Background: an optimization exercise with open tools, aiming at small area and a short achievable clock period. Do not read the settings as production practice. Power is estimated from default activity; no workload was simulated.

== the previous run ==
==> module cpu_trace_buffer, before the edit <==
module cpu_trace_buffer
#(
    parameter int DEPTH       = 16,
    parameter int MAX_RECORDS = 560
) (
    input  logic        clk,
    input  logic        rst,
    input  logic        trace_en,
    input  logic [31:0] pc,
    input  logic [31:0] inst,
    input  logic        rf_wena,
    input  logic [4:0]  rf_waddr,
    input  logic [31:0] rf_wdata,
    output logic        out_valid,
    input  logic        out_ready,
    output logic [31:0] out_data,
    output logic        out_last,
    output logic        full,
    output logic        empty,
    output logic        overflow,
    output logic [15:0] drop_count,
    output logic [31:0] rec_count,
    output logic        done
);
    localparam int RW = 10;              
    logic               w0, w1, w2, nw3;
    logic               hsel, nhold;
    logic               nvalid, nempty, nfull, ndone;
    logic [DEPTH-1:0]   wsel;        
    logic [DEPTH-1:0]   rsel;        
    logic [DEPTH-1:0]   rsel2;       
    logic [DEPTH-1:0]   we;
    logic [4:0]         occ;         
    logic [RW-1:0]      rec;
    logic [TRACE_W-1:0] entry_in;
    logic [TRACE_W-1:0] head;
    logic [69:0]        ent;         
    logic               adv, pop, push, drop, accept;
    logic [4:0]         occ_inc, occ_dec;
    assign entry_in = {pc, inst, rf_wena, rf_waddr, rf_wdata};
    assign occ_inc  = occ + 5'd1;
    assign occ_dec  = occ - 5'd1;
    assign adv    = nvalid || (!nw3 && out_ready);
    assign pop    = nempty && adv;
    assign accept = trace_en && ndone;
    assign push   = accept && (nfull || pop);
    assign drop   = accept && !nfull && !pop;
    assign we = wsel & {DEPTH{nfull || (!nw3 && out_ready)}};
    trace_fifo #(
        .WIDTH (TRACE_W),
        .DEPTH (DEPTH)
    ) u_fifo (
        .clk     (clk),
        .we      (we),
        .wdata   (entry_in),
        .rsel_lo (rsel),
        .rsel_hi (rsel2),
        .rdata   (head)
    );
    always_ff @(posedge clk or posedge rst) begin
        if (rst) begin
            wsel   <= DEPTH'(1);
            rsel   <= DEPTH'(1);
            rsel2  <= DEPTH'(1);
            occ    <= '0;
            full   <= 1'b0;
            nfull  <= 1'b1;
            empty  <= 1'b1;
            nempty <= 1'b0;
        end else begin
            if (push) wsel <= {wsel[DEPTH-2:0], wsel[DEPTH-1]};
            if (pop) begin
                rsel  <= {rsel[DEPTH-2:0], rsel[DEPTH-1]};
                rsel2 <= {rsel2[DEPTH-2:0], rsel2[DEPTH-1]};
            end
            if (push && !pop) begin
                occ    <= occ_inc;
                empty  <= 1'b0;
                nempty <= 1'b1;
                full   <= (occ == 5'(DEPTH - 1));
                nfull  <= (occ != 5'(DEPTH - 1));
            end else if (pop && !push) begin
                occ    <= occ_dec;
                full   <= 1'b0;
                nfull  <= 1'b1;
                empty  <= (occ == 5'd1);
                nempty <= (occ != 5'd1);
            end
        end
    end
    always_ff @(posedge clk or posedge rst) begin
        if (rst) begin
            rec        <= '0;
            done       <= 1'b0;
            ndone      <= 1'b1;
            overflow   <= 1'b0;
            drop_count <= '0;
        end else begin
            if (push) begin
                rec   <= rec + 1'b1;
                done  <= (rec == RW'(MAX_RECORDS - 1));
                ndone <= (rec != RW'(MAX_RECORDS - 1));
            end
            if (drop) begin
                overflow <= 1'b1;
                if (drop_count != 16'hFFFF) begin
                    drop_count <= drop_count + 16'd1;
                end
            end
        end
    end
    assign rec_count = 32'(rec);
    always_ff @(posedge clk or posedge rst) begin
        if (rst) begin
            out_valid <= 1'b0;
            nvalid    <= 1'b1;
            out_last  <= 1'b0;
            w0    <= 1'b0;
            w1    <= 1'b0;
            w2    <= 1'b0;
            nw3   <= 1'b1;
            hsel  <= 1'b1;
            nhold <= 1'b0;
        end else begin
            if (adv) begin
                out_valid <= nempty;
                nvalid    <= !nempty;
                out_last  <= 1'b0;
                w0    <= nempty;
                nw3   <= 1'b1;
                hsel  <= !nempty;
                nhold <= nempty;
            end else if (out_ready) begin
                out_last <= w2;
                w0    <= 1'b0;
                w1    <= w0;
                w2    <= w1;
                nw3   <= !w2;
                hsel  <= w2;
                nhold <= !w2;
            end
        end
    end
    always_ff @(posedge clk) begin
        if (!nhold) begin
            ent <= head[69:0];
        end
    end
    always_ff @(posedge clk) begin
        if (nvalid || out_ready) begin
            out_data <= ({32{hsel}} & head[PC_LSB +: 32])
                      | ({32{w0}}   & ent[INST_LSB +: 32])
                      | ({32{w1}}   & {ent[WENA_BIT], 26'b0, ent[WADDR_LSB +: 5]})
                      | ({32{w2}}   & ent[WDATA_LSB +: 32]);
        end
    end
endmodule
export LEC_CHECK = 0
export CAP_MARGIN = 20
export CORE_MARGIN = 2
export CORE_UTILIZATION = 45
export CTS_CLUSTER_DIAMETER = 80
export CTS_CLUSTER_SIZE = 30
export PLACE_DENSITY = 0.6
export SETUP_SLACK_MARGIN = 3.0
export SLEW_MARGIN = 20
create_clock -name core_clock -period 5.5 [get_ports {clk}]
standard.sh (not shown) runs the stock make flow with config.mk's settings and CLKGATE_MAP_FILE= SYNTH_SCRIPT=/design/flow/synth_recipe.tcl, a recipe that flattens the netlist after the stock synthesis.
==> flow/flow/run.sh <==
#!/bin/bash
# Own layout flow: the standard flow (standard.sh, unchanged synthesis),
# with the port buffers made as buf_2 cells instead of the default delay
# buffer. The full make output goes to make.log in this folder; ORFS keeps
# each step's own log under orfs/logs/.
set -euo pipefail
export BUFFER_PORTS_ARGS="-buffer_cell sky130_fd_sc_hd__buf_2"
bash standard.sh finish > make.log 2>&1
### the previous run -> the current run
-- flow/design.v --
<<< the previous run, line 65
    localparam int RW = 10;              
    logic               w0, w1, w2, nw3;
    logic               hsel, nhold;
    logic               nvalid, nempty, nfull, ndone;
    logic [DEPTH-1:0]   wsel;        
    logic [DEPTH-1:0]   rsel;        
>>> the current run, line 65
    localparam int RW = 10;              
    logic               w0, w1, w2, nw3;
    logic               nvalid, iempty, nfull, ndone;
    logic               empty_n;     
    logic [DEPTH-1:0]   wsel;        
    logic [DEPTH-1:0]   rsel;        
<<< the previous run, line 75
    logic [TRACE_W-1:0] entry_in;
    logic [TRACE_W-1:0] head;
    logic [69:0]        ent;         
    logic               adv, pop, push, drop, accept;
    logic [4:0]         occ_inc, occ_dec;
>>> the current run, line 75
    logic [TRACE_W-1:0] entry_in;
    logic [TRACE_W-1:0] head;
    logic [TRACE_W-1:0] ent;         
    logic               adv, pop, push, drop, accept;
    logic [4:0]         occ_inc, occ_dec;
<<< the previous run, line 82
    assign occ_dec  = occ - 5'd1;
    assign adv    = nvalid || (!nw3 && out_ready);
    assign pop    = nempty && adv;
    assign accept = trace_en && ndone;
    assign push   = accept && (nfull || pop);
>>> the current run, line 82
    assign occ_dec  = occ - 5'd1;
    assign adv    = nvalid || (!nw3 && out_ready);
    assign pop    = !iempty && adv;
    assign accept = trace_en && ndone;
    assign push   = accept && (nfull || pop);
<<< the previous run, line 106
            full   <= 1'b0;
            nfull  <= 1'b1;
            empty  <= 1'b1;
            nempty <= 1'b0;
        end else begin
            if (push) wsel <= {wsel[DEPTH-2:0], wsel[DEPTH-1]};
>>> the current run, line 106
            full   <= 1'b0;
            nfull  <= 1'b1;
            iempty  <= 1'b1;
            empty_n <= 1'b0;
        end else begin
            if (push) wsel <= {wsel[DEPTH-2:0], wsel[DEPTH-1]};
<<< the previous run, line 116
            if (push && !pop) begin
                occ    <= occ_inc;
                empty  <= 1'b0;
                nempty <= 1'b1;
                full   <= (occ == 5'(DEPTH - 1));
                nfull  <= (occ != 5'(DEPTH - 1));
>>> the current run, line 116
            if (push && !pop) begin
                occ    <= occ_inc;
                iempty  <= 1'b0;
                empty_n <= 1'b1;
                full   <= (occ == 5'(DEPTH - 1));
                nfull  <= (occ != 5'(DEPTH - 1));
<<< the previous run, line 124
                full   <= 1'b0;
                nfull  <= 1'b1;
                empty  <= (occ == 5'd1);
                nempty <= (occ != 5'd1);
            end
        end
>>> the current run, line 124
                full   <= 1'b0;
                nfull  <= 1'b1;
                iempty  <= (occ == 5'd1);
                empty_n <= (occ != 5'd1);
            end
        end
<<< the previous run, line 151
    end
    assign rec_count = 32'(rec);
    always_ff @(posedge clk or posedge rst) begin
        if (rst) begin
>>> the current run, line 151
    end
    assign rec_count = 32'(rec);
    assign empty     = !empty_n;
    always_ff @(posedge clk or posedge rst) begin
        if (rst) begin
<<< the previous run, line 160
            w2    <= 1'b0;
            nw3   <= 1'b1;
            hsel  <= 1'b1;
            nhold <= 1'b0;
        end else begin
            if (adv) begin
                out_valid <= nempty;
                nvalid    <= !nempty;
                out_last  <= 1'b0;
                w0    <= nempty;
                nw3   <= 1'b1;
                hsel  <= !nempty;
                nhold <= nempty;
            end else if (out_ready) begin
                out_last <= w2;
>>> the current run, line 161
            w2    <= 1'b0;
            nw3   <= 1'b1;
        end else begin
            if (adv) begin
                out_valid <= !iempty;
                nvalid    <= iempty;
                out_last  <= 1'b0;
                w0    <= !iempty;
                nw3   <= 1'b1;
            end else if (out_ready) begin
                out_last <= w2;
<<< the previous run, line 177
                w2    <= w1;
                nw3   <= !w2;
                hsel  <= w2;
                nhold <= !w2;
            end
        end
    end
    always_ff @(posedge clk) begin
        if (!nhold) begin
            ent <= head[69:0];
        end
    end
    always_ff @(posedge clk) begin
        if (nvalid || out_ready) begin
            out_data <= ({32{hsel}} & head[PC_LSB +: 32])
                      | ({32{w0}}   & ent[INST_LSB +: 32])
                      | ({32{w1}}   & {ent[WENA_BIT], 26'b0, ent[WADDR_LSB +: 5]})
                      | ({32{w2}}   & ent[WDATA_LSB +: 32]);
        end
    end
endmodule
>>> the current run, line 174
                w2    <= w1;
                nw3   <= !w2;
            end
        end
    end
    always_ff @(posedge clk) begin
        if (adv) begin
            ent <= head;
        end
    end
    logic s_head, s_pc, s_inst, s_rf, s_wdata;
    assign s_head  = adv;
    assign s_pc    = w0 && !out_ready;
    assign s_inst  = out_ready ? w0 : w1;
    assign s_rf    = out_ready ? w1 : w2;
    assign s_wdata = out_ready ? w2 : !nw3;
    always_ff @(posedge clk) begin
        out_data <= ({32{s_head}}  & head[PC_LSB +: 32])
                  | ({32{s_pc}}    & ent[PC_LSB +: 32])
                  | ({32{s_inst}}  & ent[INST_LSB +: 32])
                  | ({32{s_rf}}    & {ent[WENA_BIT], 26'b0, ent[WADDR_LSB +: 5]})
                  | ({32{s_wdata}} & ent[WDATA_LSB +: 32]);
    end
endmodule
Findings:
- For the current run and the previous run, there was not a single run that failed to finish clean.
- From the previous run to the current run the numbers moved as follows: total routed wirelength +2.5%; growth of design area from synthesis to finish barely changed; global-route met3 utilization now sits higher.
- For the sum of net half-perimeters after detailed placement, the current run came in 7.8% higher than the previous run did.
- The final reports for the current run and the previous run show leakage dissipation higher in the former.
- NOTE: number of clock buffers inserted by TritonCTS in the current run falls short of that of the previous run
- Max post-route worst hold slack across the current run and the previous run: the current run
- Register fraction of the total cell area for the current run: 0.32 points down relative to the previous run
- Any difference in logic gate share of total power between the current run and the previous run is small enough to ignore.
No functional check of the RTL was part of any run of this note.

-- separate check: timing with driven ports --
The results above use ideal ports. As a check the final layouts listed here were re-extracted and re-timed, cells and wires unchanged.
Step 1 assumes that a clkbuf_16 drives the clock port and a buf_2 every other input.
Step 2 adds t to the input delays and takes it off the output delays; t is the mean of the earliest and latest rising clock arrival at the registers after step 1. Input paths then give back, and output paths get back, about the clock's delay inside the block.
a / b / c = no drivers / after step 1 / after step 2; a / b = the first two.
run	shift t [ns]	slack for setup (ns)	hold slack, ns	latest minus earliest clock arrival (ns)	worst register clock-pin slew, ns
the previous run	0.790	2.887 / 2.814 / 2.255	0.324 / 0.272 / 0.485	0.051 / 0.051	0.12 / 0.12
the current run	0.785	2.957 / 2.933 / 2.265	0.464 / 0.406 / 0.477	0.038 / 0.038	0.12 / 0.12
After both steps setup and hold are still met in every run listed. The setup slack of the current run, which loses most, moves by -0.024 ns with the drivers and by -0.692 ns with both steps.
